This is an optimization exercise on Yosys and OpenROAD, whose aim is small area, a short achievable clock period and few clock cycles per item, not a production implementation.
In this exercise RTL edits were held to simulation tests only and were not proved equivalent to the original.

--- run.sh ---
#!/bin/bash
# synth_recipe.tcl (not shown) runs the flow's synth.tcl, then flattens the netlist and writes it again
# the make line also repeats each setting of config.mk as NAME=value (left out here)
make -C /OpenROAD-flow-scripts/flow DESIGN_CONFIG=/design/flow/config.mk WORK_HOME=/design/flow/orfs CLKGATE_MAP_FILE= SYNTH_SCRIPT=/design/flow/synth_recipe.tcl finish
--- config.mk ---
export PLATFORM = sky130hd
export DESIGN_NAME = pressure_rolling_average
export DESIGN_NICKNAME = pressure_rolling_average
export VERILOG_FILES = /design/flow/design.v
export SDC_FILE = /design/flow/constraint.sdc
export NUM_CORES = 4
export LEC_CHECK = 0
export CAP_MARGIN = 20
export CORE_MARGIN = 2
export CORE_UTILIZATION = 40
export SETUP_SLACK_MARGIN = 4.6
export SLEW_MARGIN = 20
--- constraint.sdc ---
create_clock -name core_clock -period 8.5 [get_ports {clk}]
set_input_delay 1.7000 -clock core_clock [delete_from_list [all_inputs] [get_ports {clk}]]
set_output_delay 1.7000 -clock core_clock [all_outputs]
set_load 0.01 [all_outputs]
--- design.v ---
package pra_pkg;
    localparam int SAMPLE_W   = 10;
    localparam int MAX_WINDOW = 32;
    localparam int AVG_W      = 14;
    localparam int PRESS_W    = 19;
endpackage
module pra_ring (
    input  logic               clk,
    input  logic               rst_n,
    input  logic               adv,
    input  logic               load,        
    input  logic [9:0]         sample,
    input  logic               win_wr,      
    input  logic [5:0]         win,         
    input  logic [5:0]         win_nx,      
    input  logic               off_wr,      
    input  logic [9:0]         off,
    input  logic               uload,       
    input  logic [12:0]        ref_mv,
    output logic               busy,        
    output logic               vc,
    output logic [14:0]        sum,
    output logic signed [16:0] diff,
    output logic [5:0]         cnt,
    output logic               full,
    output logic [23:0]        bctl,        
    output logic               mneg,        
    output logic [5:0]         mnx          
);
    logic [9:0]  ring_mem [32];
    logic [9:0]  old;
    logic        vb, eb;
    logic [10:0] ds_b, dd_b;
    logic [5:0]  nb;
    logic        fb;
    logic [14:0] s_reg;
    logic [16:0] d_reg;
    logic [5:0]  nc;
    logic        fc;
    logic [4:0]  slot, slot_nx;
    logic [9:0]  old_r;
    logic [5:0]  fill;
    logic        sub;
    logic [5:0]  nnew;
    logic [5:0]  dcnt;
    logic        dstep;       
    logic [16:0] d_add;
    logic [16:0] d_next;
    logic [23:0] bctl_reg;
    logic        ng_reg;
    logic [5:0]  nx_reg;
    logic [23:0] bctl_nx;
    assign busy  = dstep;
    assign sub   = (fill == win);
    assign nnew  = sub ? win : (fill + 6'd1);
    assign old   = old_r;
    always_ff @(posedge clk)
    begin
        if (load)
        begin
            old_r <= (win == 6'd1) ? sample : ring_mem[slot_nx];
        end
    end
    always_ff @(posedge clk or negedge rst_n)
    begin
        if (!rst_n)
        begin
            vb   <= 1'b0;
            vc   <= 1'b0;
            slot <= '0;
            slot_nx <= 5'd1;
            fill <= '0;
            dcnt <= '0;
            dstep <= 1'b0;
        end
        else
        begin
            if (adv)
            begin
                vb <= load;
                vc <= vb;
            end
            if (win_wr)
            begin
                slot    <= '0;
                slot_nx <= (win_nx == 6'd1) ? 5'd0 : 5'd1;
                fill  <= '0;
                dcnt  <= '0;
                dstep <= 1'b0;
            end
            else
            begin
                if (load)
                begin
                    slot    <= slot_nx;
                    slot_nx <= (6'(slot_nx) + 6'd1 >= win) ? 5'd0 : (slot_nx + 5'd1);
                    fill    <= nnew;
                end
                if (off_wr)
                begin
                    dcnt  <= fill;
                    dstep <= (fill != 6'd0);
                end
                else if (dstep)
                begin
                    dcnt  <= dcnt - 6'd1;
                    dstep <= (dcnt != 6'd1);
                end
            end
        end
    end
    always_ff @(posedge clk)
    begin
        if (adv)
        begin
            eb   <= (fill == 6'd0);
            ds_b <= {1'b0, sample} - (sub ? {1'b0, old} : 11'd0);
            dd_b <= {1'b0, sample} - {1'b0, (sub ? old : off)};
            nb   <= nnew;
            fb   <= (nnew == win);
            nc   <= nb;
            fc   <= fb;
        end
        if (load)
        begin
            ring_mem[slot] <= sample;
        end
    end
    assign d_add = dstep ? (17'd0 - 17'(off)) : {{6{dd_b[10]}}, dd_b};
    always_ff @(posedge clk)
    begin
        if (off_wr)
        begin
            d_reg <= 17'(s_reg);
        end
        else if (dstep || (adv && vb))
        begin
            d_reg <= d_next;
        end
        if (adv && vb)
        begin
            s_reg <= (eb ? 15'd0 : s_reg) + 15'({{4{ds_b[10]}}, ds_b});
        end
    end
    assign d_next = ((eb && !dstep) ? 17'd0 : d_reg) + d_add;
    function automatic logic [23:0] brecode(input logic [16:0] y);
        for (int i = 0; i < 8; i++)
        begin
            logic b2, b1, b0;
            b2 = y[2*i+2];
            b1 = y[2*i+1];
            b0 = y[2*i];
            brecode[3*i+2] = b2 & !(b1 & b0);                         
            brecode[3*i+1] = b1 ^ b0;                                 
            brecode[3*i]   = (b2 & !b1 & !b0) | (!b2 & b1 & b0);       
        end
    endfunction
    logic [23:0] bctl_p, bctl_n, bctl_r;
    assign bctl_p  = brecode({2'b00, d_next[14:0]} << 1);
    assign bctl_n  = brecode({1'b0, ~d_next[14:0], 1'b1});
    assign bctl_r  = brecode({3'b000, ref_mv, 1'b0});
    assign bctl_nx = uload ? bctl_r : (d_next[16] ? bctl_n : bctl_p);
    always_ff @(posedge clk)
    begin
        if (adv || uload)
        begin
            bctl_reg <= bctl_nx;
            ng_reg   <= d_next[16] & !uload;
            nx_reg   <= (d_next[16] & !uload) ? (6'd0 - nb) : nb;
        end
    end
    assign bctl = bctl_reg;
    assign mnx  = nx_reg;
    assign mneg = ng_reg;
    assign sum  = s_reg;
    assign diff = d_reg;
    assign cnt  = nc;
    assign full = fc;
endmodule
module pra_ndiv #(
    parameter int WW  = 18,
    parameter int NST = 4
) (
    input  logic [5:0]       n,
    input  logic [WW+4:0]    st_i,
    output logic [WW+4:0]    st_o
);
    always_comb
    begin
        logic [4:0]    rem;
        logic [WW-1:0] w;
        logic [6:0]    d;
        logic          b;
        rem = st_i[WW+4:WW];
        w   = st_i[WW-1:0];
        for (int i = 0; i < NST; i++)
        begin
            b   = w[WW-1];
            d   = {1'b0, rem, b} - {1'b0, n};
            w   = {w[WW-2:0], !d[6]};
            rem = d[6] ? {rem[3:0], b} : d[4:0];
        end
        st_o = {rem, w};
    end
endmodule
module pra_ndiv4 #(
    parameter int WW  = 18,
    parameter int NST = 2
) (
    input  logic [5:0]       n,
    input  logic [7:0]       n3,      
    input  logic [WW+4:0]    st_i,
    output logic [WW+4:0]    st_o
);
    always_comb
    begin
        logic [4:0]    rem;
        logic [WW-1:0] w;
        logic [6:0]    t;
        logic [8:0]    d1, d2, d3;
        rem = st_i[WW+4:WW];
        w   = st_i[WW-1:0];
        for (int i = 0; i < NST; i++)
        begin
            t  = {rem, w[WW-1:WW-2]};
            d1 = {2'b00, t} - {3'b000, n};
            d2 = {2'b00, t} - {2'b00, n, 1'b0};
            d3 = {2'b00, t} - {1'b0, n3};
            if (!d3[8])
            begin
                rem = d3[4:0];
                w   = {w[WW-3:0], 2'd3};
            end
            else if (!d2[8])
            begin
                rem = d2[4:0];
                w   = {w[WW-3:0], 2'd2};
            end
            else if (!d1[8])
            begin
                rem = d1[4:0];
                w   = {w[WW-3:0], 2'd1};
            end
            else
            begin
                rem = t[4:0];
                w   = {w[WW-3:0], 2'd0};
            end
        end
        st_o = {rem, w};
    end
endmodule
module pra_press (
    input  logic              clk,
    input  logic              rst_n,
    input  logic              adv,
    input  logic              gstart,    
    input  logic [1:0]        gmodel,    
    input  logic [23:0]       bctl,      
    input  logic [5:0]        n,         
    input  logic              neg,       
    input  logic [5:0]        nx,        
    output logic              uload,     
    output logic              busy,      
    output logic [23:0]       v          
);
    localparam logic [38:0] C0 = 39'h012345678a;
    localparam logic [38:0] C1 = 39'h0b60b60b61;
    localparam logic [38:0] C2 = 39'h4fa39e5cc8;
    localparam logic [53:0] K  = 54'd0 - (54'd1 << 41) - (54'd1 << 43) - (54'd1 << 45) - (54'd1 << 47)
                                       - (54'd1 << 49) - (54'd1 << 51) - (54'd1 << 53);
    function automatic logic [42:0] brow(input logic [2:0] c, input logic [38:0] g);
        logic neg, one, two;
        logic [39:0] m;
        neg = c[2];
        one = c[1];
        two = c[0];
        m   = one ? {1'b0, g} : (two ? {g, 1'b0} : 40'd0);
        brow = {neg, !neg, neg, m ^ {40{neg}}};
    endfunction
    function automatic logic [107:0] csa(input logic [53:0] a, input logic [53:0] b, input logic [53:0] c);
        logic [53:0] sm, cy;
        sm  = a ^ b ^ c;
        cy  = (a & b) | (a & c) | (b & c);
        csa = {cy[52:0], 1'b0, sm};
    endfunction
    logic [2:0]  gst;
    logic        cm1, cm2;
    logic [38:0] g1;
    assign uload = (gst == 3'd2);
    assign busy  = (gst == 3'd1) || (gst == 3'd2);
    always_ff @(posedge clk or negedge rst_n)
    begin
        if (!rst_n)
        begin
            gst <= 3'd1;
            cm1 <= 1'b0;
            cm2 <= 1'b0;
        end
        else
        begin
            if (gstart)
            begin
                gst <= 3'd2;
            end
            else if (gst == 3'd4)
            begin
                gst <= 3'd0;
            end
            else if (gst != 3'd0)
            begin
                gst <= gst + 3'd1;
            end
            cm1 <= (gst == 3'd2) && !gstart;
            cm2 <= cm1 && !gstart;
        end
    end
    logic [42:0]  r0, r1, r2, r3, r4, r5, r6, r7;
    logic [53:0]  x1;
    logic [107:0] l1a, l1b, l1c, l1d, l1e, l1f, l1g;
    assign r0 = brow(bctl[2:0], g1);
    assign r1 = brow(bctl[5:3], g1);
    assign r2 = brow(bctl[8:6], g1);
    assign r3 = brow(bctl[11:9], g1);
    assign r4 = brow(bctl[14:12], g1);
    assign r5 = brow(bctl[17:15], g1);
    assign r6 = brow(bctl[20:18], g1);
    assign r7 = brow(bctl[23:21], g1);
    logic [53:0] kx;
    assign kx = neg ? (K - (54'd1 << 35)) : K;
    assign x1 = kx | 54'({r7[42], 1'b0, r6[42], 1'b0, r5[42], 1'b0, r4[42], 1'b0,
                          r3[42], 1'b0, r2[42], 1'b0, r1[42], 1'b0, r0[42]})
                   | (cm1 ? (54'd1 << 13) : (54'(nx) << 29));
    assign l1a = csa(54'(r0[41:0]), 54'(r1[41:0]) << 2, 54'(r2[41:0]) << 4);
    assign l1b = csa(54'(r3[41:0]) << 6, 54'(r4[41:0]) << 8, 54'(r5[41:0]) << 10);
    assign l1c = csa(54'(r6[41:0]) << 12, 54'(r7[41:0]) << 14, x1);
    assign l1d = csa(l1a[53:0], l1a[107:54], l1b[53:0]);
    assign l1e = csa(l1b[107:54], l1c[53:0], l1c[107:54]);
    assign l1f = csa(l1d[53:0], l1d[107:54], l1e[53:0]);
    assign l1g = csa(l1f[53:0], l1f[107:54], l1e[107:54]);
    logic [53:0] ps1, pc1;   
    always_ff @(posedge clk)
    begin
        if (adv || cm1)
        begin
            ps1 <= l1g[53:0];
            pc1 <= l1g[107:54];
        end
    end
    logic [53:0]  sum2;
    assign sum2 = ps1 + pc1;
    assign v = sum2[53:30];
    always_ff @(posedge clk)
    begin
        if (gstart || (gst == 3'd1))
        begin
            case (gmodel)
                2'd0:    g1 <= C0;
                2'd1:    g1 <= C1;
                default: g1 <= C2;
            endcase
        end
        else if (cm2)
        begin
            g1 <= sum2[51:13];
        end
    end
endmodule
module pressure_rolling_average (
    input  logic         clk,
    input  logic         rst_n,
    input  logic         s_tvalid,
    output logic         s_tready,
    input  logic [15:0]  s_tdata,    
    output logic         m_tvalid,
    input  logic         m_tready,
    output logic [39:0]  m_tdata,    
    output logic         m_tuser,    
    input  logic         cfg_valid,
    output logic         cfg_ready,
    input  logic [1:0]   cfg_index,
    input  logic [12:0]  cfg_data
);
    localparam int KA1 = 2;      
    localparam int KA2 = 1;      
    localparam int NE  = 6;
    function automatic int qsteps(input int j);
        qsteps = 1;
    endfunction
    function automatic int asteps(input int j);
        asteps = (j < 3) ? 1 : 0;
    endfunction
    logic [5:0]  win_reg;
    logic [1:0]  model_reg;
    logic [12:0] ref_reg;
    logic [9:0]  off_reg;
    logic        win_wr, off_wr, g_wr;
    logic [1:0]  gmodel;
    logic [5:0]  win_nx;
    assign win_nx = (cfg_data[5:0] == 6'd0) ? 6'd1 :
                    (cfg_data[5:0] > 6'd32) ? 6'd32 : cfg_data[5:0];
    assign cfg_ready = 1'b1;
    assign win_wr    = cfg_valid && (cfg_index == 2'd0);
    assign off_wr    = cfg_valid && (cfg_index == 2'd3);
    assign g_wr      = cfg_valid && ((cfg_index == 2'd1) || (cfg_index == 2'd2));
    assign gmodel    = (cfg_valid && (cfg_index == 2'd1)) ? cfg_data[1:0] : model_reg;
    always_ff @(posedge clk or negedge rst_n)
    begin
        if (!rst_n)
        begin
            win_reg   <= 6'd8;
            model_reg <= 2'd1;
            ref_reg   <= 13'd5000;
            off_reg   <= 10'd0;
        end
        else if (cfg_valid)
        begin
            case (cfg_index)
                2'd0:    win_reg   <= win_nx;
                2'd1:    model_reg <= cfg_data[1:0];
                2'd2:    ref_reg   <= cfg_data[12:0];
                default: off_reg   <= cfg_data[9:0];
            endcase
        end
    end
    logic        out_v;
    logic        adv;
    logic        busy_r, busy_p;
    assign adv      = !out_v || m_tready;
    logic        in_v;
    logic [9:0]  in_d;
    logic        s_fire;
    logic        p_load;
    logic [9:0]  p_data;
    assign s_tready = !in_v && !busy_r && !busy_p;
    assign s_fire   = s_tvalid && s_tready;
    assign p_load   = adv && (in_v || s_fire);
    assign p_data   = in_v ? in_d : s_tdata[9:0];
    always_ff @(posedge clk or negedge rst_n)
    begin
        if (!rst_n)
        begin
            in_v <= 1'b0;
        end
        else if (adv)
        begin
            in_v <= 1'b0;
        end
        else if (s_fire)
        begin
            in_v <= 1'b1;
        end
    end
    always_ff @(posedge clk)
    begin
        if (s_fire)
        begin
            in_d <= s_tdata[9:0];
        end
    end
    logic               vc;
    logic [14:0]        sum_c;
    logic [16:0]        diff_c;
    logic [5:0]         n_c;
    logic               full_c;
    logic [23:0]        bctl_c;
    logic               mneg_c;
    logic [5:0]         mnx_c;
    logic               uload;
    pra_ring u_ring (
        .clk    (clk),
        .rst_n  (rst_n),
        .adv    (adv),
        .load   (p_load),
        .sample (p_data),
        .win_wr (win_wr),
        .win    (win_reg),
        .win_nx (win_nx),
        .off_wr (off_wr),
        .off    (off_reg),
        .uload  (uload),
        .ref_mv (ref_reg),
        .busy   (busy_r),
        .vc     (vc),
        .sum    (sum_c),
        .diff   (diff_c),
        .cnt    (n_c),
        .full   (full_c),
        .bctl   (bctl_c),
        .mneg   (mneg_c),
        .mnx    (mnx_c)
    );
    logic [23:0] v_mul;
    pra_press u_press (
        .clk    (clk),
        .rst_n  (rst_n),
        .adv    (adv),
        .gstart (g_wr),
        .gmodel (gmodel),
        .bctl   (bctl_c),
        .n      (n_c),
        .neg    (mneg_c),
        .nx     (mnx_c),
        .uload  (uload),
        .busy   (busy_p),
        .v      (v_mul)
    );
    logic [18:0] a_c, a_c2;
    assign a_c = {sum_c, 4'b0000};    
    pra_ndiv #(.WW(14), .NST(KA1)) u_adiv1 (.n(n_c), .st_i(a_c), .st_o(a_c2));
    logic        v_d1, neg_d1, full_d1;
    logic [5:0]  n_d1;
    logic [7:0]  n3_d1;
    logic [18:0] a_d1, a_d1x;
    logic [18:0] a_d1m;
    pra_ndiv4 #(.WW(14), .NST(KA2)) u_adiv2 (.n(n_d1), .n3(n3_d1), .st_i(a_d1), .st_o(a_d1m));
    pra_ndiv  #(.WW(14), .NST(1))   u_adiv3 (.n(n_d1), .st_i(a_d1m), .st_o(a_d1x));
    logic        ovf_d1x, zf_d1x;
    assign ovf_d1x = (v_mul[23:18] >= n_d1);
    assign zf_d1x  = neg_d1 && (v_mul[23:5] == '1);
    logic        v_d2, neg_d2, full_d2;
    logic [5:0]  n_d2;
    logic [7:0]  n3_d2;
    logic [18:0] a_d2;
    logic [22:0] q_d2;
    logic        ovf_d2, zf_d2;
    always_ff @(posedge clk or negedge rst_n)
    begin
        if (!rst_n)
        begin
            v_d1 <= 1'b0;
            v_d2 <= 1'b0;
        end
        else if (adv)
        begin
            v_d1 <= vc;
            v_d2 <= v_d1;
        end
    end
    always_ff @(posedge clk)
    begin
        if (adv)
        begin
            neg_d1  <= mneg_c;
            full_d1 <= full_c;
            n_d1    <= n_c;
            n3_d1   <= {2'b00, n_c} + {1'b0, n_c, 1'b0};
            a_d1    <= a_c2;
            neg_d2  <= neg_d1;
            full_d2 <= full_d1;
            n_d2    <= n_d1;
            n3_d2   <= n3_d1;
            a_d2    <= a_d1x;
            q_d2    <= v_mul[22:0];
            ovf_d2  <= ovf_d1x;
            zf_d2   <= zf_d1x;
        end
    end
    logic [NE:0]        ve;
    logic [NE*23-1:0]   q_st;
    logic [NE*19-1:0]   a_st;
    logic [NE*6-1:0]    n_e;
    logic [NE*8-1:0]    n3_e;
    logic [NE-1:0]      ovf_e, neg_e, full_e, zf_e;
    assign ve[0] = v_d2;
    for (genvar j = 0; j < NE; j++)
    begin : g_div
        localparam int QD = qsteps(j);
        localparam int AD = asteps(j);
        logic [5:0]  n_in;
        logic [7:0]  n3_in;
        logic [22:0] q_in, q_out;
        logic [18:0] a_in, a_out;
        logic        ovf_in, neg_in, full_in, zf_in;
        if (j == 0)
        begin : g_first
            assign n_in    = n_d2;
            assign n3_in   = n3_d2;
            assign ovf_in  = ovf_d2;
            assign zf_in   = zf_d2;
            assign q_in    = q_d2;
            assign a_in    = a_d2;
            assign neg_in  = neg_d2;
            assign full_in = full_d2;
        end
        else
        begin : g_next
            assign n_in    = n_e[(j-1)*6 +: 6];
            assign n3_in   = n3_e[(j-1)*8 +: 8];
            assign ovf_in  = ovf_e[j-1];
            assign zf_in   = zf_e[j-1];
            assign q_in    = q_st[(j-1)*23 +: 23];
            assign a_in    = a_st[(j-1)*19 +: 19];
            assign neg_in  = neg_e[j-1];
            assign full_in = full_e[j-1];
        end
        logic [22:0] q_mid;
        pra_ndiv4 #(.WW(18), .NST(QD)) u_qdiv (.n(n_in), .n3(n3_in), .st_i(q_in), .st_o(q_mid));
        pra_ndiv  #(.WW(18), .NST(1))  u_qdiv2 (.n(n_in), .st_i(q_mid), .st_o(q_out));
        if (AD > 0)
        begin : g_avg
            logic [18:0] a_mid;
            pra_ndiv4 #(.WW(14), .NST(AD)) u_adiv (.n(n_in), .n3(n3_in), .st_i(a_in), .st_o(a_mid));
            pra_ndiv  #(.WW(14), .NST(1))  u_adiv2 (.n(n_in), .st_i(a_mid), .st_o(a_out));
        end
        else
        begin : g_avg_done
            assign a_out = a_in;
        end
        always_ff @(posedge clk or negedge rst_n)
        begin
            if (!rst_n)
            begin
                ve[j+1] <= 1'b0;
            end
            else if (adv)
            begin
                ve[j+1] <= ve[j];
            end
        end
        if (j < NE - 1)
        begin : g_mid
            always_ff @(posedge clk)
            begin
                if (adv)
                begin
                    q_st[j*23 +: 23] <= q_out;
                    a_st[j*19 +: 19] <= a_out;
                    n_e[j*6 +: 6]    <= n_in;
                    n3_e[j*8 +: 8]   <= n3_in;
                    ovf_e[j]         <= ovf_in;
                    zf_e[j]          <= zf_in;
                    neg_e[j]         <= neg_in;
                    full_e[j]        <= full_in;
                end
            end
        end
        else
        begin : g_last
            logic [18:0] prs;
            always_comb
            begin
                if (zf_in)
                begin
                    prs = 19'd0;
                end
                else if (ovf_in)
                begin
                    prs = neg_in ? 19'h40000 : 19'h3ffff;
                end
                else
                begin
                    prs = {1'b0, q_out[17:0]} ^ {19{neg_in}};
                end
            end
            always_ff @(posedge clk)
            begin
                if (adv)
                begin
                    m_tdata <= {7'd0, prs, a_out[13:0]};
                    m_tuser <= full_in;
                end
            end
        end
    end
    assign out_v    = ve[NE];
    assign m_tvalid = out_v;
endmodule
==> results by group, run 1 <==
Outcome
  • Status: finished clean

Routing
  • Antenna viol nets, final: 0
  • Iter 0 DRT Violations: ~3200
  • Drt total wl: ~170000 um
  • Via count: 42700
  • WL/cell: slightly above 20 um
  • Drt pass-1 iters: 6
  • Post-route DRC: 0
  • Via-to-Cell Ratio: between 5 and 6

Finish
  • Share of cells above drive strength 1: 0.193
  • Largest register FFs: between 300 and 400
  • Nets: around 6600
  • Number of fill cells: about 14000
  • Most flop-heavy register: u_ring.ring_mem
  • P&R area growth vs syn: 19.7%
  • Layout Utilization: 0.482

Floorplanning
  • Initial core utilization: 0.402
  • Core Area: 160000 um2
  • Die area: 165000 um2
  • Die height: between 400 and 500 um
  • Boundary Pins: 80
  • Die width: around 410 um
  • # rows: roughly 150

Clock network
  • Latest clock arrival within the worst-skew pair: 0.77 ns
  • CTS Sinks: 1042
  • Num CTS Buffers: 113
  • Clock slew at reported path FFs: about 0.06 ns
  • TritonCTS clock tree: built
  • Clk buf depth: 3
  • Hold-fix buffers, CTS: 0
  • Root Driver: clkbuf_16
  • H-tree lvl count: 3

Synthesis
  • Yosys top cell area share: 0.451
  • Synth Area in Compound Gates: 0.110
  • Mux cell area share after synthesis: 0.0510
  • Synth top area cells: edfxtp_1, fa_1, ha_1, xnor2_1, inv_1
  • Asr flop ratio synth: 0.0672
  • Top_reg_cell synth: edfxtp_1
  • FF+latch count, synth: roughly 1000
  • Synth Area in XOR/XNOR: 0.0721
  • Seq/Total Area, Yosys: 0.479
  • Simple-gate portion of the synthesized area: 0.0644
  • Synth Instances: between 5000 and 6000
  • Ys Warns: 8
  • EDFF count, synth: 970
  • Netlist cell types: 71
  • Adder-cell share of the synthesized area: 0.178
  • Largest family of logic cells by synthesized area: adder cells
  • Cell Area, Synth: between 60000 and 70000 um2
  • Avg Cell Area, Syn: 12.0 um2
  • Synth area leader: edfxtp_1

Worst setup path
  • WP data arrival: approximately 4.6 ns
  • Worst r2r src: u_press.pc1[4]
  • Critical Path Source: u_press.pc1[4]
  • Critical Path End Type: flop
  • Setup crit start kind: flop
  • Crit path capture: ovf_d2
  • Worst R2R Setup Slack: approximately 4.4 ns
  • Worst R2R Path Depth: 18
  • Data required, critical path: 8.99 ns
  • Crit path kind: reg2reg
  • Maximum fanout along the worst path: 6
  • FF-to-FF End: ovf_d2

Place
  • Final GP Congestion: between 0.8 and 0.9
  • Setup WS pre-CTS: approximately 2.4 ns
  • Post-DP HPWL: approximately 110000 um
  • I/O Buffers: 65

STA
  • Crit share post-route: 0.477
  • TNS Setup: 0 ns
  • Fmax achieved: ~250 MHz
  • Final Max Slew Viols: 0
  • Unrepaired setup endpoints after global routing: yes
  • Period minus WS final: slightly above 4 ns
  • Least-Margin Pin Slew: 1.02 ns
  • Final setup fails: 0
  • Setup ws final: 4.44 ns
  • Slew margin rel.: 0.322
  • Final hold violation count: 0
  • Worst clock skew: approximately 0.046 ns

Hold path
  • Hold WC Path Type: reg2reg

Job
  • MaxCap Viol Count: 0

Global routing
  • Vias in the first global route: between 40000 and 50000
  • All-Layer GR Usage: 0.196
  • Largest net degree at the start of global routing: a little under 100
  • Initial antenna violation count: 5
  • Grt total ovfl: 0
  • First-pass GRT wire length: between 200000 and 300000 um
[worst max-delay path, stage by stage, from the launching register on]
cell and delay, ns:
edfxtp_1 0.37, ha_1 0.30, a41o_1 0.18, a311o_1 0.36, a211oi_4 0.26, buf_12 0.16, o21a_1 0.16, o211ai_1 0.11
buf_4 0.19, a21bo_4 0.25, a2111oi_4 0.40, nor2_2 0.10, buf_6 0.14, xor2_4 0.22, ha_4 0.23, o21ai_2 0.06
a21oi_2 0.04, o211ai_1 0.17, nand2_1 0.08
[cells by family after synthesis]
family / Yosys count
AOI/OAI and AO/OA: 1101
DFF: 1042
and+or+nand+nor: 929
buffers and inverters: 769
adders and majority gates: 746
xor gates and xnor gates: 531
muxes: 268
other: 2
[how the worst min path moves through the flow]
stage	cells after the start	slack (ns)	end	startpoint
floorplan	0	0.40	a_d2[10]	a_d1[7]
global placement	0	0.40	g_div[3].q_out[13]	g_div[2].q_out[10]
detailed placement	0	0.40	a_st[42]	g_div[2].a_out[4]
CTS	0	0.40	g_div[3].q_out[10]	g_div[2].q_out[7]
global route	0	0.40	g_div[3].q_out[10]	g_div[2].q_out[7]
finish	0	0.40	g_div[2].q_in[16]	g_div[1].q_out[16]
[cells in the mapped netlist, drive strengths merged, types with 152 or more instances]
library cell	count
nand2	446
nor2	202
xor2	152
a21oi	250
clkbuf	232
a22oi	215
edfxtp	970
ha	455
o21ai	272
xnor2	379
fa	290
inv	482
[repair_timing]
| action | 4_1_cts | 5_1_grt |
|---|---|---|
| resized for setup | 288 | 229 |
| endpoints found under the hold margin | 0 | 0 |
| buffers inserted | 239 | 172 |
| endpoints found under the setup margin | 598 | 434 |
| cloned | 9 | 12 |
| pin swaps | 119 | 156 |
[cell type report]
cell class | count | area [um2] | share of cell area
Multi-Input combinational cell | 3590 | 32700 | 0.424
Antenna cell | 1 | 2.50 | 0.0000324
Timing Repair Buffer | 547 | 5270 | 0.0682
Sequential cell | 1042 | 30900 | 0.400
Clock inverter | 65 | 678 | 0.00878
Clock buffer | 143 | 3020 | 0.0391
Timing Repair inverter | 2 | 11.3 | 0.000146
Inverter | 482 | 1890 | 0.0245
Tap cell | 2160 | 2700 | 0.0350
[stage by stage]
stage	instance area (um2)	hold slack [ns]	instances
finish	77300	0.396	8032
global route	77300	0.398	8031
CTS	74600	0.396	7846
detailed placement	67700	0.405	7390
global placement	67700	0.401	7390
floorplan	65000	0.400	5394
[layout by cell type (no fill, tap or decap), drive strengths merged, types with 53 or more instances in the layout]
cell type and count:
nand2b 53, a21oi 250, inv 485, buf 471, clkbuf 154, nor2 202
edfxtp 970, mux2i 140, nor2b 67, a22oi 215, xor2 152, ha 455
mux2 90, nand2 446, dfrtp 61, xnor2 380, clkdlybuf4s50 61, o21ai 272
fa 290, a21o 149
[metal layers]
| layer | vias to the layer above | GRT usage | wire length [um] |
|---|---|---|---|
| met5 | - | 0 | 22 |
| met4 | 4 | 0.0693 | 6510 |
| met3 | 355 | 0.0336 | 9900 |
| met2 | 1325 | 0.334 | 80600 |
| met1 | 21100 | 0.250 | 68600 |
| li1 | 19900 | - | - |
Testbench counts, summed over its fixed seeds: cycles 5,923, items 4,835.
==> run 2, diff against run 1 <==
--- a/config.mk
+++ b/config.mk
@@ -8,5 +8,5 @@
 export CAP_MARGIN = 20
 export CORE_MARGIN = 2
 export CORE_UTILIZATION = 40
-export SETUP_SLACK_MARGIN = 4.6
+export SETUP_SLACK_MARGIN = 4.4
 export SLEW_MARGIN = 20
==> run 2 against run 1 <==
  * Still clean on timing, DRC and antenna
  * Cell count fell by 2.6%
  * First-iteration DRC count fell by 2.5%
  * Cell area fell by 3.5%
  * Worst setup slack got worse by 0.054 ns
  * Synthesized cell count did not move
==> results by group, run 2 <==
Clock network
  • TritonCTS clock tree: built
  • Clock slew at reported path FFs: 0.06 ns (about the same)
  • Root Driver: clkbuf_16
  • Hold-fix buffers, CTS: 0 (unchanged)
  • Num CTS Buffers: 111 (-1.8%)
  • Clk buf depth: 3 (unchanged)
  • H-tree lvl count: 3 (unchanged)
  • CTS Sinks: 1042 (unchanged)
  • Latest clock arrival within the worst-skew pair: 0.76 ns (about the same)

Finish
  • Area of the multi-input gates: 32200 um2 (-1.6%)
  • Largest register FFs: 320 (unchanged)
  • Most flop-heavy register: u_ring.ring_mem
  • Nets: 6352 (-3.2%)
  • Most common cell after layout, fill and taps aside: edfxtp_1
  • Sequential standard cell area: 30900 um2 (about the same)
  • Number of fill cells: 14400 (+1.3%)
  • Share of cells above drive strength 1: 0.150 (-0.0422)
  • Final instance area: 74500 um2 (-3.5%)
  • Most frequent cells in the layout: edfxtp_1, inv_1, nand2_1, ha_1, xnor2_1
  • P&R area growth vs syn: 15.5%
  • Layout Utilization: 0.465 (-0.0170)

Worst setup path
  • Crit-path leading delay family: compound AO/OA/AOI/OAI gates
  • WP data arrival: 4.60 ns (+0.05 ns)
  • Data required, critical path: 8.99 ns (about the same)
  • Crit path kind: reg2reg
  • Critical path cell sequence: ha_1 -> a41o_1 -> a311o_1 -> a211oi_4 -> buf_6 -> o21ai_0 -> a21oi_1 -> buf_4 -> nor3_1 -> a211oi_2 -> a21oi_2 -> xor2_2 -> ha_1 -> o21ai_0 -> a21oi_1 -> o211ai_1 -> nand2_1
  • Critical Path End Type: flop
  • Max stage delay on crit path: 0.43 ns (+0.03 ns)
  • Worst Path Buf+Inv: 2 (-1)
  • Setup crit start kind: flop
  • Maximum fanout along the worst path: 4 (-2)
  • Worst path slowest cell: a211oi_2

Global routing
  • Vias in the first global route: 42000 (-2.3%)
  • First-pass GRT wire length: 243000 um (-3.2%)
  • Initial antenna violation count: 5 (unchanged)
  • All-Layer GR Usage: 0.190 (-0.00614)
  • Grt total ovfl: 0 (unchanged)
  • Largest net degree at the start of global routing: 86 (-11%)

Routing
  • Drt total wl: 158000 um (-4.9%)
  • Post-route DRC: 0 (unchanged)
  • Iter 0 DRT Violations: 3162 (-2.5%)
  • Drt pass-1 iters: 5 (-1)
  • WL/cell: 20.1 um (-2.4%)
  • Via count: 41600 (-2.5%)
  • Antenna viol nets, final: 0 (unchanged)
  • Via-to-Cell Ratio: 5.32 (about the same)

STA
  • Slew margin rel.: 0.322 (+0.000379)
  • Final hold violation count: 0 (unchanged)
  • Period minus WS final: 4.11 ns (+0.0538 ns)
  • TNS Setup: 0 ns (unchanged)
  • Least-Margin Pin Slew: 1.01 ns (-0.00205 ns)
  • Final Max Slew Viols: 0 (unchanged)
  • Crit share post-route: 0.483 (+0.00633)
  • Fmax achieved: 243 MHz (-1.3%)
  • Worst clock skew: 0.0491 ns (+0.00288 ns)
  • Final setup fails: 0 (unchanged)
  • Unrepaired setup endpoints after global routing: yes

Synthesis
  • Seq/Total Area, Yosys: 0.479 (unchanged)
  • Yosys top cell area share: 0.451 (unchanged)
  • Top cells by count, synth: edfxtp_1, inv_1, ha_1
  • Ys Warns: 8 (unchanged)
  • Synth area leader: edfxtp_1
  • Synth top area cells: edfxtp_1, fa_1, ha_1, xnor2_1, inv_1
  • Netlist cell types: 71 (unchanged)
  • Cell Area, Synth: 64500 um2 (unchanged)
  • EDFF count, synth: 970 (unchanged)
  • Asr flop ratio synth: 0.0672 (unchanged)
  • Top_reg_cell synth: edfxtp_1
  • FF+latch count, synth: 1042 (unchanged)
  • Avg Cell Area, Syn: 12.0 um2 (unchanged)
  • Synth Instances: 5388 (unchanged)
  • Count leader, synth: edfxtp_1

Job
  • MaxCap Viol Count: 0 (unchanged)

Place
  • I/O Buffers: 65 (unchanged)
  • Area after DPL: 67500 um2 (-0.33%)
  • Final GP Congestion: 0.882 (+1.4%)
  • Post-DP HPWL: 105000 um (-0.21%)

Hold path
  • Hold WC Path Type: reg2reg

Floorplanning
  • Die width: 406 um (unchanged)
  • Die height: 406 um (unchanged)
  • Core Area: 160000 um2 (unchanged)
  • Boundary Pins: 80 (unchanged)
  • Initial core utilization: 0.402 (unchanged)
  • # rows: 147 (unchanged)
  • Die area: 165000 um2 (unchanged)

Outcome
  • Status: finished clean
run 2: cell counts after synthesis:
No cell type changed its count.
run 2: path summary, 6_finish.rpt:
check                               endpoint  slack, ns  cells after the start          startpoint
max                                   ovf_d2       4.39                     17      u_press.pc1[4]
max reg2reg                           ovf_d2       4.39                     17      u_press.pc1[4]
max in group asynchronous  u_ring.slot_nx[1]       6.61                      2               rst_n
min in group asynchronous          u_ring.vc       0.78                      1               rst_n
min                        g_div[4].q_in[16]       0.40                      0  g_div[3].q_out[16]
min reg2reg                g_div[4].q_in[16]       0.40                      0  g_div[3].q_out[16]
run 2: cells by family after synthesis:
family,count (synthesis),synth area share
other,2,0.000116
adder cells (fa/ha/maj),746,0.178
flip-flops,1042,0.479
XOR/XNOR,531,0.0721
AND/OR/NAND/NOR,929,0.0644
AO/OA/AOI/OAI,1101,0.110
multiplexers,268,0.0510
buffers and inverters,769,0.0452
run 2: stage by stage:
| step | std cells | hold WS [ns] | worst slack (ns) |
|---|---|---|---|
| 2_1_floorplan | 5394 | 0.400 | 4.27 |
| 3_3_place_gp | 7389 | 0.400 | 2.48 |
| 3_5_place_dp | 7390 | 0.405 | 2.39 |
| 4_1_cts | 7696 | 0.401 | 4.21 |
| 5_1_grt | 7825 | 0.419 | 4.25 |
| 6_report | 7826 | 0.398 | 4.39 |
run 2: layer usage:
metal	global-route usage	share of wire	vias to the layer above
met3	0.0263	0.053	324
met2	0.324	0.49	1206
li1	-	-	19400
met1	0.246	0.42	20600
met4	0.0678	0.034	10
met5	0	0.00041	-
run 2: timing repair:
item                       CTS  global route
cloned                       4             2
pin swaps                   37            88
buffers inserted            95           127
setup endpoints to repair  719           608
resized for setup          185           186
run 2: layout make-up:
class,instances,share of cell area
timing repair buffer,347,0.0406
tap,2160,0.0363
antenna,1,0.0000336
sequential,1042,0.415
timing repair inverter,1,0.0000671
clock inverter,76,0.0118
multi-input combinational,3586,0.432
inverter,482,0.0252
clock buffer,131,0.0390
==> run 3, diff against run 2 <==
--- a/config.mk
+++ b/config.mk
@@ -8,5 +8,5 @@
 export CAP_MARGIN = 20
 export CORE_MARGIN = 2
 export CORE_UTILIZATION = 40
-export SETUP_SLACK_MARGIN = 4.4
+export SETUP_SLACK_MARGIN = 4.3
 export SLEW_MARGIN = 20
==> run 3 against run 2 <==
  * Die area did not move
  * Critical endpoint is now u_ring.ring_mem[17][6]
  * Clock skew is 0.037 ns higher
  * Core utilization fell by 0.33 points
  * Still clean on timing, DRC and antenna
  * Via count fell by 0.44%
  * Largest cell class unchanged
  * First-iteration DRC count is 5.3% lower
  * Clock-buffer cell count rose by 4
  * Routed wire length is 0.46% lower
  * Global-route usage is 0.079 points lower
  * Fmax fell by 1.4%
==> results by group, run 3 <==
Outcome
  • Status: finished clean

Global routing
  • Grt total ovfl: 0 (unchanged)
  • First-pass GRT wire length: 242000 um (-0.22%)
  • Largest net degree at the start of global routing: 207 (+140%)
  • All-Layer GR Usage: 0.189 (-0.000793)
  • Vias in the first global route: 41900 (-0.24%)
  • Initial antenna violation count: 1 (-4)

Routing
  • Iter 0 DRT Violations: 2995 (-5.3%)
  • Via count: 41400 (-0.44%)
  • Via-to-Cell Ratio: 5.32 (about the same)
  • Drt total wl: 157000 um (-0.46%)
  • Antenna viol nets, final: 0 (unchanged)
  • Drt pass-1 iters: 6 (+1)
  • Post-route DRC: 0 (unchanged)
  • WL/cell: 20.1 um (about the same)

Hold path
  • Hold WC Path Type: reg2reg
  • Hold EP: g_div[2].q_out[17]
  • Hold path start: g_div[1].q_out[14]
  • Hold path depth: 0 (unchanged)

Synthesis
  • Seq/Total Area, Yosys: 0.479 (unchanged)
  • Asr flop ratio synth: 0.0672 (unchanged)
  • EDFF count, synth: 970 (unchanged)
  • Netlist cell types: 71 (unchanged)
  • Count leader, synth: edfxtp_1
  • Top_reg_cell synth: edfxtp_1
  • Synth Instances: 5388 (unchanged)
  • Yosys top cell area share: 0.451 (unchanged)
  • Cell Area, Synth: 64500 um2 (unchanged)
  • Top cells by count, synth: edfxtp_1, inv_1, ha_1
  • Synth top area cells: edfxtp_1, fa_1, ha_1, xnor2_1, inv_1
  • Synth area leader: edfxtp_1
  • Avg Cell Area, Syn: 12.0 um2 (unchanged)
  • Ys Warns: 8 (unchanged)
  • FF+latch count, synth: 1042 (unchanged)

Floorplanning
  • Die width: 406 um (unchanged)
  • Initial core utilization: 0.402 (unchanged)
  • # rows: 147 (unchanged)
  • Die area: 165000 um2 (unchanged)
  • Core Area: 160000 um2 (unchanged)
  • Boundary Pins: 80 (unchanged)
  • Die height: 406 um (unchanged)

Worst setup path
  • Maximum fanout along the worst path: 88 (+84)
  • WP data arrival: 4.52 ns (-0.08 ns)
  • Worst Path Buf+Inv: 4 (+2)
  • Max stage delay on crit path: 0.87 ns (+0.44 ns)
  • Worst R2R Path Depth: 18 (+1)
  • Data required, critical path: 8.85 ns (-0.14 ns)
  • Setup crit start kind: primary input
  • Worst r2r src: u_press.pc1[4]
  • Crit-path leading delay family: simple AND/OR/NAND/NOR gates
  • Worst path slowest cell: nor2_1
  • FF-to-FF End: ovf_d2
  • Critical path cell sequence: clkdlybuf4s50_1 -> nor2b_1 -> buf_4 -> inv_8 -> o21ai_1 -> buf_4 -> nor2_1 -> nand2_1 -> nor2_1
  • Critical Path Source: m_tready
  • Critical Path End Type: flop
  • Crit path kind: in2reg
  • CP Depth: 9 (-8)
  • Worst R2R Setup Slack: 4.36 ns (-0.03 ns)

Finish
  • Most frequent cells in the layout: edfxtp_1, inv_1, nand2_1, ha_1, xnor2_1
  • Share of cells above drive strength 1: 0.137 (-0.0131)
  • N_diodes: 0 (-1)
  • Most common cell after layout, fill and taps aside: edfxtp_1
  • Nets: 6303 (-0.77%)
  • Non-filler instance count after layout: 7784 (-0.54%)
  • Largest register FFs: 320 (unchanged)
  • Most flop-heavy register: u_ring.ring_mem
  • P&R area growth vs syn: 14.7%

STA
  • Crit share post-route: 0.490 (+0.00704)
  • Least-Margin Pin Slew: 1.19 ns (+0.176 ns)
  • Period minus WS final: 4.17 ns (+0.0599 ns)
  • TNS Setup: 0 ns (unchanged)
  • Final Max Slew Viols: 0 (unchanged)
  • Fmax achieved: 240 MHz (-1.4%)
  • Slew margin rel.: 0.198 (-0.125)
  • Worst clock skew: 0.0857 ns (+0.0366 ns)
  • Setup ws final: 4.33 ns (-0.0599 ns)
  • Unrepaired setup endpoints after global routing: yes
  • Final hold violation count: 0 (unchanged)
  • Final setup fails: 0 (unchanged)

Clock network
  • TritonCTS clock tree: built
  • Hold-fix buffers, CTS: 0 (unchanged)
  • Latest clock arrival within the worst-skew pair: 0.82 ns (+0.06 ns)
  • H-tree lvl count: 3 (unchanged)
  • Num CTS Buffers: 115 (+3.6%)
  • Root Driver: clkbuf_16
  • CTS Sinks: 1042 (unchanged)
  • Clk buf depth: 3 (unchanged)
  • Clock slew at reported path FFs: 0.06 ns (about the same)

Place
  • Post-DP HPWL: 104000 um (-1.4%)
  • Final GP Congestion: 0.856 (-2.9%)
  • Setup WS pre-CTS: 3.24 ns (+0.857 ns)
  • I/O Buffers: 65 (unchanged)
  • Dpl cells: 7388 (-0.027%)

Job
  • MaxCap Viol Count: 0 (unchanged)
-- run 3: cell count changes in the layout (fill, tap and decap cells not counted), moves of 7 or more --
cell      delta
nor2_4      -11
clkinv_2    +15
mux2_4       -7
buf_4       -43
buf_6       -17
o21ai_0     +10
inv_2        -9
mux2_2       +7
inv_1       +16
nor2_1       +7
-- run 3: layer usage --
layer | global-route usage | vias to the layer above | part of all wire
met3 | 0.0283 | 296 | 0.053
li1 | - | 19300 | -
met5 | 0 | - | 0.000051
met2 | 0.320 | 1176 | 0.49
met1 | 0.247 | 20600 | 0.43
met4 | 0.0644 | 2 | 0.031
-- run 3: cells by family (layout without fill, tap and decap cells) --
group / count (synthesis) / count (layout) / synth area share
AOI/OAI and AO/OA: 1101 / 1101 / 0.110
xor gates and xnor gates: 531 / 531 / 0.0721
adders and majority gates: 746 / 746 / 0.178
buffers and inverters: 769 / 994 / 0.0452
DFF: 1042 / 1042 / 0.479
muxes: 268 / 268 / 0.0510
other: 2 / 8 / 0.000116
and+or+nand+nor: 929 / 934 / 0.0644
-- run 3: repair_timing --
| item | in CTS | in global routing |
|---|---|---|
| setup buffers | 70 | 99 |
| pin swaps | 22 | 68 |
| gates resized for setup | 118 | 152 |
| gates cloned | 6 | 1 |
| endpoints found under the setup margin | 349 | 389 |
-- run 3: worst max path at each step --
| stage | endpoint | slack [ns] |
|---|---|---|
| CTS | u_ring.ring_mem[19][4] | 4.11 |
| finish | u_ring.ring_mem[17][6] | 4.33 |
| global placement | u_ring.bctl_reg[8] | 3.24 |
| floorplan | g_div[2].q_in[19] | 4.30 |
| global route | u_ring.ring_mem[21][6] | 4.15 |
| detailed placement | u_ring.bctl_reg[8] | 3.24 |
-- run 3: metrics by stage --
step	hold slack (ns)	util	instance area (um2)
3_3_place_gp	0.400	0.420	67400
3_5_place_dp	0.405	0.420	67400
4_1_cts	0.392	0.452	72500
2_1_floorplan	0.400	-	64700
6_report	0.387	0.461	74000
5_1_grt	0.413	0.461	74000
-- run 3: area by class of cell --
class	count	area [um2]
Fill cell	14500	86400
Multi-Input combinational cell	3588	32000
Sequential cell	1042	30900
Clock buffer	135	2960
Tap cell	2160	2700
Timing Repair Buffer	293	2630
Inverter	482	1860
Clock inverter	84	942
==> run 4, diff against run 3 <==
--- a/design.v
+++ b/design.v
@@ -515,15 +515,11 @@
     logic [18:0] a_d1m;
     pra_ndiv4 #(.WW(14), .NST(KA2)) u_adiv2 (.n(n_d1), .n3(n3_d1), .st_i(a_d1), .st_o(a_d1m));
     pra_ndiv  #(.WW(14), .NST(1))   u_adiv3 (.n(n_d1), .st_i(a_d1m), .st_o(a_d1x));
-    logic        ovf_d1x, zf_d1x;
-    assign ovf_d1x = (v_mul[23:18] >= n_d1);
-    assign zf_d1x  = neg_d1 && (v_mul[23:5] == '1);
     logic        v_d2, neg_d2, full_d2;
     logic [5:0]  n_d2;
     logic [7:0]  n3_d2;
     logic [18:0] a_d2;
-    logic [22:0] q_d2;
-    logic        ovf_d2, zf_d2;
+    logic [23:0] q_d2;      
     always_ff @(posedge clk or negedge rst_n)
     begin
         if (!rst_n)
@@ -551,9 +547,7 @@
             n_d2    <= n_d1;
             n3_d2   <= n3_d1;
             a_d2    <= a_d1x;
-            q_d2    <= v_mul[22:0];
-            ovf_d2  <= ovf_d1x;
-            zf_d2   <= zf_d1x;
+            q_d2    <= v_mul;
         end
     end
     logic [NE:0]        ve;
@@ -576,9 +570,9 @@
         begin : g_first
             assign n_in    = n_d2;
             assign n3_in   = n3_d2;
-            assign ovf_in  = ovf_d2;
-            assign zf_in   = zf_d2;
-            assign q_in    = q_d2;
+            assign ovf_in  = (q_d2[23:18] >= n_d2);
+            assign zf_in   = neg_d2 && (q_d2[23:5] == '1);
+            assign q_in    = q_d2[22:0];
             assign a_in    = a_d2;
             assign neg_in  = neg_d2;
             assign full_in = full_d2;
--- a/config.mk
+++ b/config.mk
@@ -8,5 +8,5 @@
 export CAP_MARGIN = 20
 export CORE_MARGIN = 2
 export CORE_UTILIZATION = 40
-export SETUP_SLACK_MARGIN = 4.3
+export SETUP_SLACK_MARGIN = 4.6
 export SLEW_MARGIN = 20
==> run 4 against run 3 <==
  * Cell count grew 3.6%
  * Sequential share of layout area down 1.6 points
  * Global-route usage rose by 0.75 points
  * Core utilization up 1.6 points
  * Still clean
  * Hold slack lost 0.026 ns
  * Die area up 0.42%
  * Fmax grew 0.72%
  * First-iteration DRC count is 11% higher
  * Cell area grew 3.8%
  * Clock-buffer cell count decreased by 4
  * Highest routed layer unchanged
  * Routed wire length rose by 5.6%
==> results by group, run 4 <==
Routing
  • WL/cell: 20.5 um (+1.9%)
  • Drt pass-1 iters: 6 (unchanged)
  • Iter 0 DRT Violations: 3310 (+11%)
  • Drt total wl: 166000 um (+5.6%)
  • Via-to-Cell Ratio: 5.38 (+1.1%)
  • Post-route DRC: 0 (unchanged)
  • Antenna viol nets, final: 0 (unchanged)
  • Via count: 43400 (+4.7%)

Synthesis
  • Cell Area, Synth: 64800 um2 (+0.42%)
  • Netlist cell types: 77 (+8.5%)
  • Asr flop ratio synth: 0.0672 (about the same)
  • Synth area leader: edfxtp_1
  • FF+latch count, synth: 1041 (-0.096%)
  • Top_reg_cell synth: edfxtp_1
  • Count leader, synth: edfxtp_1
  • Avg Cell Area, Syn: 11.8 um2 (-1.2%)
  • Seq/Total Area, Yosys: 0.477 (-0.00249)
  • Synth top area cells: edfxtp_1, fa_1, ha_1, xnor2_1, nand2_1
  • Top cells by count, synth: edfxtp_1, nand2_1, ha_1
  • Yosys top cell area share: 0.449 (-0.00237)
  • EDFF count, synth: 969 (-0.10%)
  • Ys Warns: 8 (unchanged)
  • Synth Instances: 5478 (+1.7%)

Clock network
  • H-tree lvl count: 3 (unchanged)
  • CTS Sinks: 1041 (-0.096%)
  • Num CTS Buffers: 115 (unchanged)
  • Clk buf depth: 3 (unchanged)
  • Latest clock arrival within the worst-skew pair: 0.77 ns (-0.05 ns)
  • TritonCTS clock tree: built
  • Hold-fix buffers, CTS: 0 (unchanged)
  • Root Driver: clkbuf_16
  • Clock slew at reported path FFs: 0.06 ns (about the same)

Place
  • Final GP Congestion: 0.861 (+0.55%)
  • Area after DPL: 67800 um2 (+0.56%)
  • I/O Buffers: 65 (unchanged)
  • Dpl cells: 7479 (+1.2%)
  • Post-DP HPWL: 105000 um (+1.7%)

Outcome
  • Status: finished clean

STA
  • TNS Setup: 0 ns (unchanged)
  • Final Max Slew Viols: 0 (unchanged)
  • Crit share post-route: 0.487 (-0.00349)
  • Unrepaired setup endpoints after global routing: yes
  • Slew margin rel.: 0.376 (+0.179)
  • Worst clock skew: 0.0894 ns (+0.00370 ns)
  • Fmax achieved: 242 MHz (+0.72%)
  • Final setup fails: 0 (unchanged)
  • Period minus WS final: 4.14 ns (-0.0296 ns)
  • Least-Margin Pin Slew: 0.936 ns (-0.256 ns)
  • Final hold violation count: 0 (unchanged)

Finish
  • N_diodes: 0 (unchanged)
  • P&R area growth vs syn: 18.5%
  • Non-filler instance count after layout: 8061 (+3.6%)
  • Final instance area: 76800 um2 (+3.8%)
  • Sequential standard cell area: 30900 um2 (-0.11%)
  • Share of cells above drive strength 1: 0.182 (+0.0451)
  • Most flop-heavy register: u_ring.ring_mem
  • Most common cell after layout, fill and taps aside: edfxtp_1
  • Largest register FFs: 320 (unchanged)
  • Number of fill cells: 14300 (-1.4%)
  • Most frequent cells in the layout: edfxtp_1, nand2_1, ha_1, inv_1, xnor2_1
  • Area of the multi-input gates: 32800 um2 (+2.5%)
  • Nets: 6579 (+4.4%)

Floorplanning
  • Die height: 407 um (+0.21%)
  • Initial core utilization: 0.403 (+0.000784)
  • Die area: 165000 um2 (+0.42%)
  • # rows: 147 (unchanged)
  • Boundary Pins: 80 (unchanged)
  • Core Area: 161000 um2 (+0.23%)
  • Die width: 407 um (+0.21%)

Worst setup path
  • Worst R2R Setup Slack: 4.36 ns (about the same)
  • Critical Path End Type: flop
  • WP data arrival: 4.60 ns (+0.08 ns)
  • Critical path cell sequence: buf_12 -> ha_4 -> inv_4 -> fa_2 -> a21o_1 -> a21oi_2 -> o21bai_1 -> a21o_1 -> a21oi_2 -> nor2_4 -> a21o_1 -> mux2i_2 -> fa_2 -> a21o_1 -> a21oi_2 -> o21bai_1 -> a21oi_2 -> buf_4 -> mux2_4
  • Setup crit start kind: flop
  • Maximum fanout along the worst path: 4 (-95%)
  • Worst path slowest cell: edfxtp_1
  • Max stage delay on crit path: 0.43 ns (-0.44 ns)
  • Crit path kind: reg2reg
  • Data required, critical path: 8.96 ns (+0.11 ns)

Job
  • MaxCap Viol Count: 0 (unchanged)

Global routing
  • First-pass GRT wire length: 252000 um (+3.8%)
  • Vias in the first global route: 43200 (+3.2%)
  • All-Layer GR Usage: 0.197 (+0.00751)
  • Largest net degree at the start of global routing: 88 (-57%)
  • Initial antenna violation count: 4 (+3)
  • Grt total ovfl: 0 (unchanged)

Hold path
  • Hold WC Path Type: reg2reg
-- run 4: worst paths after layout --
kind	start	cells after the start	to
worst max-delay path	n_d2[0]	19	g_div[1].q_in[19]
worst min-delay path	g_div[1].ovf_in	0	g_div[2].ovf_in
worst max register to register	n_d2[0]	19	g_div[1].q_in[19]
worst min register to register	g_div[1].ovf_in	0	g_div[2].ovf_in
max in group asynchronous	rst_n	2	off_reg[2]
min in group asynchronous	rst_n	1	u_ring.slot[2]
-- run 4: timing repair --
item / CTS / global route
cloned: 11 / 6
gates resized for setup: 283 / 195
buffers inserted: 224 / 121
setup endpoints to repair: 647 / 453
pin swaps: 95 / 119
-- run 4: area by class of cell --
cell class                      instances  share of cell area
Clock buffer                          131              0.0382
Inverter                              450              0.0230
Timing Repair Buffer                  483              0.0594
Sequential cell                      1041               0.402
Multi-Input combinational cell       3707               0.427
Tap cell                             2160              0.0352
Clock inverter                         89              0.0152
-- run 4: stage by stage --
stage / utilization / setup WS, ns / hold slack (ns)
CTS: 0.466 / 4.38 / 0.364
detailed placement: 0.422 / 3.34 / 0.405
finish: 0.478 / 4.36 / 0.362
global placement: 0.421 / 3.42 / 0.401
floorplan: - / 4.59 / 0.400
global route: 0.478 / 4.21 / 0.388
-- run 4: kinds of logic (layout without fill, tap and decap cells) --
| logic type | after synthesis | after routing | share of synthesized area |
|---|---|---|---|
| xor gates and xnor gates | 505 | 505 | 0.0682 |
| and+or+nand+nor | 1085 | 1088 | 0.0757 |
| DFF | 1041 | 1041 | 0.477 |
| muxes | 214 | 214 | 0.0423 |
| AOI/OAI and AO/OA | 1144 | 1146 | 0.116 |
| buffers and inverters | 741 | 1153 | 0.0437 |
| other | 2 | 8 | 0.000116 |
| adders and majority gates | 746 | 746 | 0.178 |
-- run 4: layer usage --
metal | global-route usage | up-vias | share of wire
met2 | 0.324 | 1305 | 0.48
met1 | 0.259 | 21500 | 0.42
li1 | - | 20200 | -
met4 | 0.0758 | 2 | 0.040
met3 | 0.0330 | 350 | 0.064
met5 | 0 | - | 0.000079
-- run 4: critical path, delay by kind of cell, from the launching register on --
kind / cells / cell delay [ns]
buf+inv: 3 / 0.35
fa+ha+maj: 3 / 0.84
mux: 2 / 0.46
flops: 1 / 0.43
compound gates: 10 / 1.69
simple gates: 1 / 0.07
Testbench counts of run 4, summed over its fixed seeds: cycles 5,923, items 4,835.
==> run 5, diff against run 4 <==
--- a/design.v
+++ b/design.v
@@ -218,6 +218,7 @@
         logic [WW-1:0] w;
         logic [6:0]    t;
         logic [8:0]    d1, d2, d3;
+        logic          s3, s2, s1, s0;
         rem = st_i[WW+4:WW];
         w   = st_i[WW-1:0];
         for (int i = 0; i < NST; i++)
@@ -226,26 +227,13 @@
             d1 = {2'b00, t} - {3'b000, n};
             d2 = {2'b00, t} - {2'b00, n, 1'b0};
             d3 = {2'b00, t} - {1'b0, n3};
-            if (!d3[8])
-            begin
-                rem = d3[4:0];
-                w   = {w[WW-3:0], 2'd3};
-            end
-            else if (!d2[8])
-            begin
-                rem = d2[4:0];
-                w   = {w[WW-3:0], 2'd2};
-            end
-            else if (!d1[8])
-            begin
-                rem = d1[4:0];
-                w   = {w[WW-3:0], 2'd1};
-            end
-            else
-            begin
-                rem = t[4:0];
-                w   = {w[WW-3:0], 2'd0};
-            end
+            s3 = !d3[8];
+            s2 = d3[8] & !d2[8];
+            s1 = d2[8] & !d1[8];
+            s0 = d1[8];
+            rem = ({5{s3}} & d3[4:0]) | ({5{s2}} & d2[4:0])
+                | ({5{s1}} & d1[4:0]) | ({5{s0}} & t[4:0]);
+            w   = {w[WW-3:0], !d2[8], s3 | s1};
         end
         st_o = {rem, w};
     end
--- a/config.mk
+++ b/config.mk
@@ -8,5 +8,5 @@
 export CAP_MARGIN = 20
 export CORE_MARGIN = 2
 export CORE_UTILIZATION = 40
-export SETUP_SLACK_MARGIN = 4.6
+export SETUP_SLACK_MARGIN = 4.4
 export SLEW_MARGIN = 20
==> run 5 against run 4 <==
  * Core utilization fell by 1.5 points
  * Cell area fell by 3.2%
  * Die area barely moved
  * Worst setup slack got worse by 0.014 ns
  * Highest routed layer unchanged
==> results by group, run 5 <==
Finish
  • Final instance area: 74400 um2 (-3.2%)
  • Share of cells above drive strength 1: 0.148 (-0.0345)
  • Most flop-heavy register: u_ring.ring_mem
  • Most frequent cells in the layout: edfxtp_1, inv_1, ha_1, nand2_1, xnor2_1
  • Number of fill cells: 14500 (+1.5%)
  • Nets: 6430 (-2.3%)
  • Non-filler instance count after layout: 7904 (-1.9%)
  • Largest register FFs: 320 (unchanged)
  • Most common cell after layout, fill and taps aside: edfxtp_1
  • P&R area growth vs syn: 14.7%

Floorplanning
  • # rows: 147 (unchanged)
  • Initial core utilization: 0.403 (about the same)
  • Die width: 407 um (about the same)
  • Boundary Pins: 80 (unchanged)
  • Die area: 165000 um2 (about the same)
  • Core Area: 161000 um2 (unchanged)
  • Die height: 407 um (about the same)

STA
  • WHS: 0.404 ns (+0.0420 ns)
  • Final setup fails: 0 (unchanged)
  • Slew margin rel.: 0.264 (-0.113)
  • Unrepaired setup endpoints after global routing: yes
  • Worst clock skew: 0.0455 ns (-0.0439 ns)
  • Crit share post-route: 0.489 (+0.00163)
  • Final hold violation count: 0 (unchanged)
  • Fmax achieved: 241 MHz (-0.33%)
  • Least-Margin Pin Slew: 1.10 ns (+0.166 ns)
  • Period minus WS final: 4.15 ns (+0.0138 ns)
  • TNS Setup: 0 ns (unchanged)
  • Final Max Slew Viols: 0 (unchanged)

Outcome
  • Status: finished clean

Clock network
  • CTS Sinks: 1041 (unchanged)
  • Clk buf depth: 3 (unchanged)
  • H-tree lvl count: 3 (unchanged)
  • Clock slew at reported path FFs: 0.06 ns (about the same)
  • TritonCTS clock tree: built
  • Num CTS Buffers: 109 (-5.2%)
  • Root Driver: clkbuf_16
  • Latest clock arrival within the worst-skew pair: 0.75 ns (-0.02 ns)

Routing
  • Drt pass-1 iters: 6 (unchanged)
  • Antenna viol nets, final: 0 (unchanged)
  • Via-to-Cell Ratio: 5.32 (-1.1%)
  • WL/cell: 20.0 um (-2.4%)
  • Via count: 42100 (-3.0%)
  • Post-route DRC: 0 (unchanged)
  • Iter 0 DRT Violations: 3288 (-0.66%)
  • Drt total wl: 158000 um (-4.3%)

Synthesis
  • Synth top area cells: edfxtp_1, fa_1, ha_1, xnor2_1, inv_1
  • Seq/Total Area, Yosys: 0.477 (about the same)
  • FF+latch count, synth: 1041 (unchanged)
  • Synth area leader: edfxtp_1
  • EDFF count, synth: 969 (unchanged)
  • Synth Instances: 5506 (+0.51%)
  • Top_reg_cell synth: edfxtp_1
  • Yosys top cell area share: 0.449 (about the same)
  • Count leader, synth: edfxtp_1
  • Top cells by count, synth: edfxtp_1, inv_1, ha_1
  • Ys Warns: 8 (unchanged)
  • Asr flop ratio synth: 0.0672 (unchanged)
  • Cell Area, Synth: 64800 um2 (about the same)
  • Netlist cell types: 82 (+6.5%)
  • Avg Cell Area, Syn: 11.8 um2 (-0.51%)

Place
  • Post-DP HPWL: 105000 um (-0.41%)
  • Dpl cells: 7477 (-0.027%)
  • Area after DPL: 67500 um2 (-0.46%)
  • I/O Buffers: 65 (unchanged)
  • Final GP Congestion: 0.866 (+0.58%)

Global routing
  • Vias in the first global route: 42800 (-0.84%)
  • First-pass GRT wire length: 245000 um (-2.7%)
  • All-Layer GR Usage: 0.190 (-0.00653)
  • Initial antenna violation count: 7 (+3)
  • Grt total ovfl: 0 (unchanged)
  • Largest net degree at the start of global routing: 85 (-3.4%)

Hold path
  • Hold WC Path Type: reg2reg
  • Hold path depth: 0 (unchanged)

Worst setup path
  • WP data arrival: 4.51 ns (-0.09 ns)
  • Crit path kind: in2reg
  • Worst R2R Path Depth: 19 (unchanged)
  • Maximum fanout along the worst path: 57 (+53)
  • Data required, critical path: 8.86 ns (-0.10 ns)
  • Critical Path End Type: flop
  • Setup crit start kind: primary input

Job
  • MaxCap Viol Count: 0 (unchanged)
-- run 5: kinds of logic (layout without fill, tap and decap cells) --
| logic type | Yosys count | after routing | share of synthesized area |
|---|---|---|---|
| compound gates | 1161 | 1163 | 0.116 |
| simple gates | 1034 | 1039 | 0.0721 |
| other cells | 2 | 9 | 0.000116 |
| flops | 1041 | 1041 | 0.477 |
| mux | 199 | 199 | 0.0400 |
| buf+inv | 806 | 1028 | 0.0475 |
| xor+xnor | 516 | 518 | 0.0697 |
| fa+ha+maj | 747 | 747 | 0.178 |
-- run 5: what timing repair did --
item | in CTS | in global routing
resized for setup | 168 | 221
setup endpoints to repair | 661 | 358
buffers inserted | 90 | 120
pin swaps | 38 | 112
hold buffers | 0 | 0
gates cloned | 4 | 6
-- run 5: worst paths after layout --
path                       slack, ns             start                     to
hold reg to reg                 0.40  g_div[4].q_in[6]       g_div[5].q_in[9]
min in group asynchronous       1.08             rst_n             off_reg[2]
setup / recovery                4.35          m_tready  u_ring.ring_mem[1][2]
hold / removal                  0.40  g_div[4].q_in[6]       g_div[5].q_in[9]
max in group asynchronous       6.63             rst_n           u_ring.dstep
setup reg to reg                4.36        off_reg[2]    u_ring.bctl_reg[17]
-- run 5: cell type report --
class	instances	area, um2	share of cell area
clock buffers	146	2980	0.0400
diodes	1	2.50	0.0000337
repair inverters	1	8.76	0.000118
multi-input cells	3674	32300	0.434
inverters	504	1950	0.0262
clock inverters	60	761	0.0102
repair buffers	317	2790	0.0376
flip-flops and latches	1041	30900	0.416
well taps	2160	2700	0.0363
-- run 5: per-stage QoR --
step	worst slack [ns]	util
global route	4.18	0.463
CTS	4.26	0.452
detailed placement	2.77	0.420
floorplan	4.39	-
finish	4.35	0.463
global placement	2.81	0.420
-- run 5: per-layer routing --
metal  vias to the layer above  share of wire  global-route usage
met5                         -        0.00025                   0
li1                      19800              -                   -
met3                       318          0.051              0.0267
met4                         6          0.035              0.0727
met2                      1128           0.49               0.323
met1                     20900           0.42               0.246
-- run 5: worst max-delay path, cell delays in order --
cell and delay (ns):
clkdlybuf4s50_1 0.48, nor2b_1 0.05, buf_4 0.20, inv_8 0.29, o21ai_1 0.12, buf_4 0.24
nor2_1 0.11, nand2_1 0.33, nor2_1 0.89
Testbench counts of run 5, summed over its fixed seeds: cycles 5,923, items 4,835.

[re-timing with driven ports]
The flow's constraints put no driver on any port. The routed layouts listed below were extracted and timed again, unchanged, in two steps.
Step 1: set_driving_cell puts a clkbuf_16 on clk and a buf_2 on each other input, an assumption about the parent block.
Step 2 moves the port delays by t, midway between the first and last clock arrival at a register: inputs arrive t later, outputs are due t later. That takes back most of the time a late clock gives input paths.
Three values: no drivers, after step 1, after step 2; two values: the first two.
run | shift t [ns] | setup WS [ns] | cell pins on the clock port's net
run 1 | 0.826 | 4.445 / 4.445 / 3.871 | 1
run 2 | 0.819 | 4.391 / 4.391 / 3.676 | 1
run 3 | 0.827 | 4.331 / 4.363 / 3.552 | 1
run 4 | 0.820 | 4.361 / 4.361 / 3.813 | 1
run 5 | 0.815 | 4.347 / 4.364 / 3.587 | 1
After both steps every run listed still meets setup and hold. The setup slack of run 3, which loses most, moves by +0.032 ns with the drivers and by -0.779 ns with both steps.
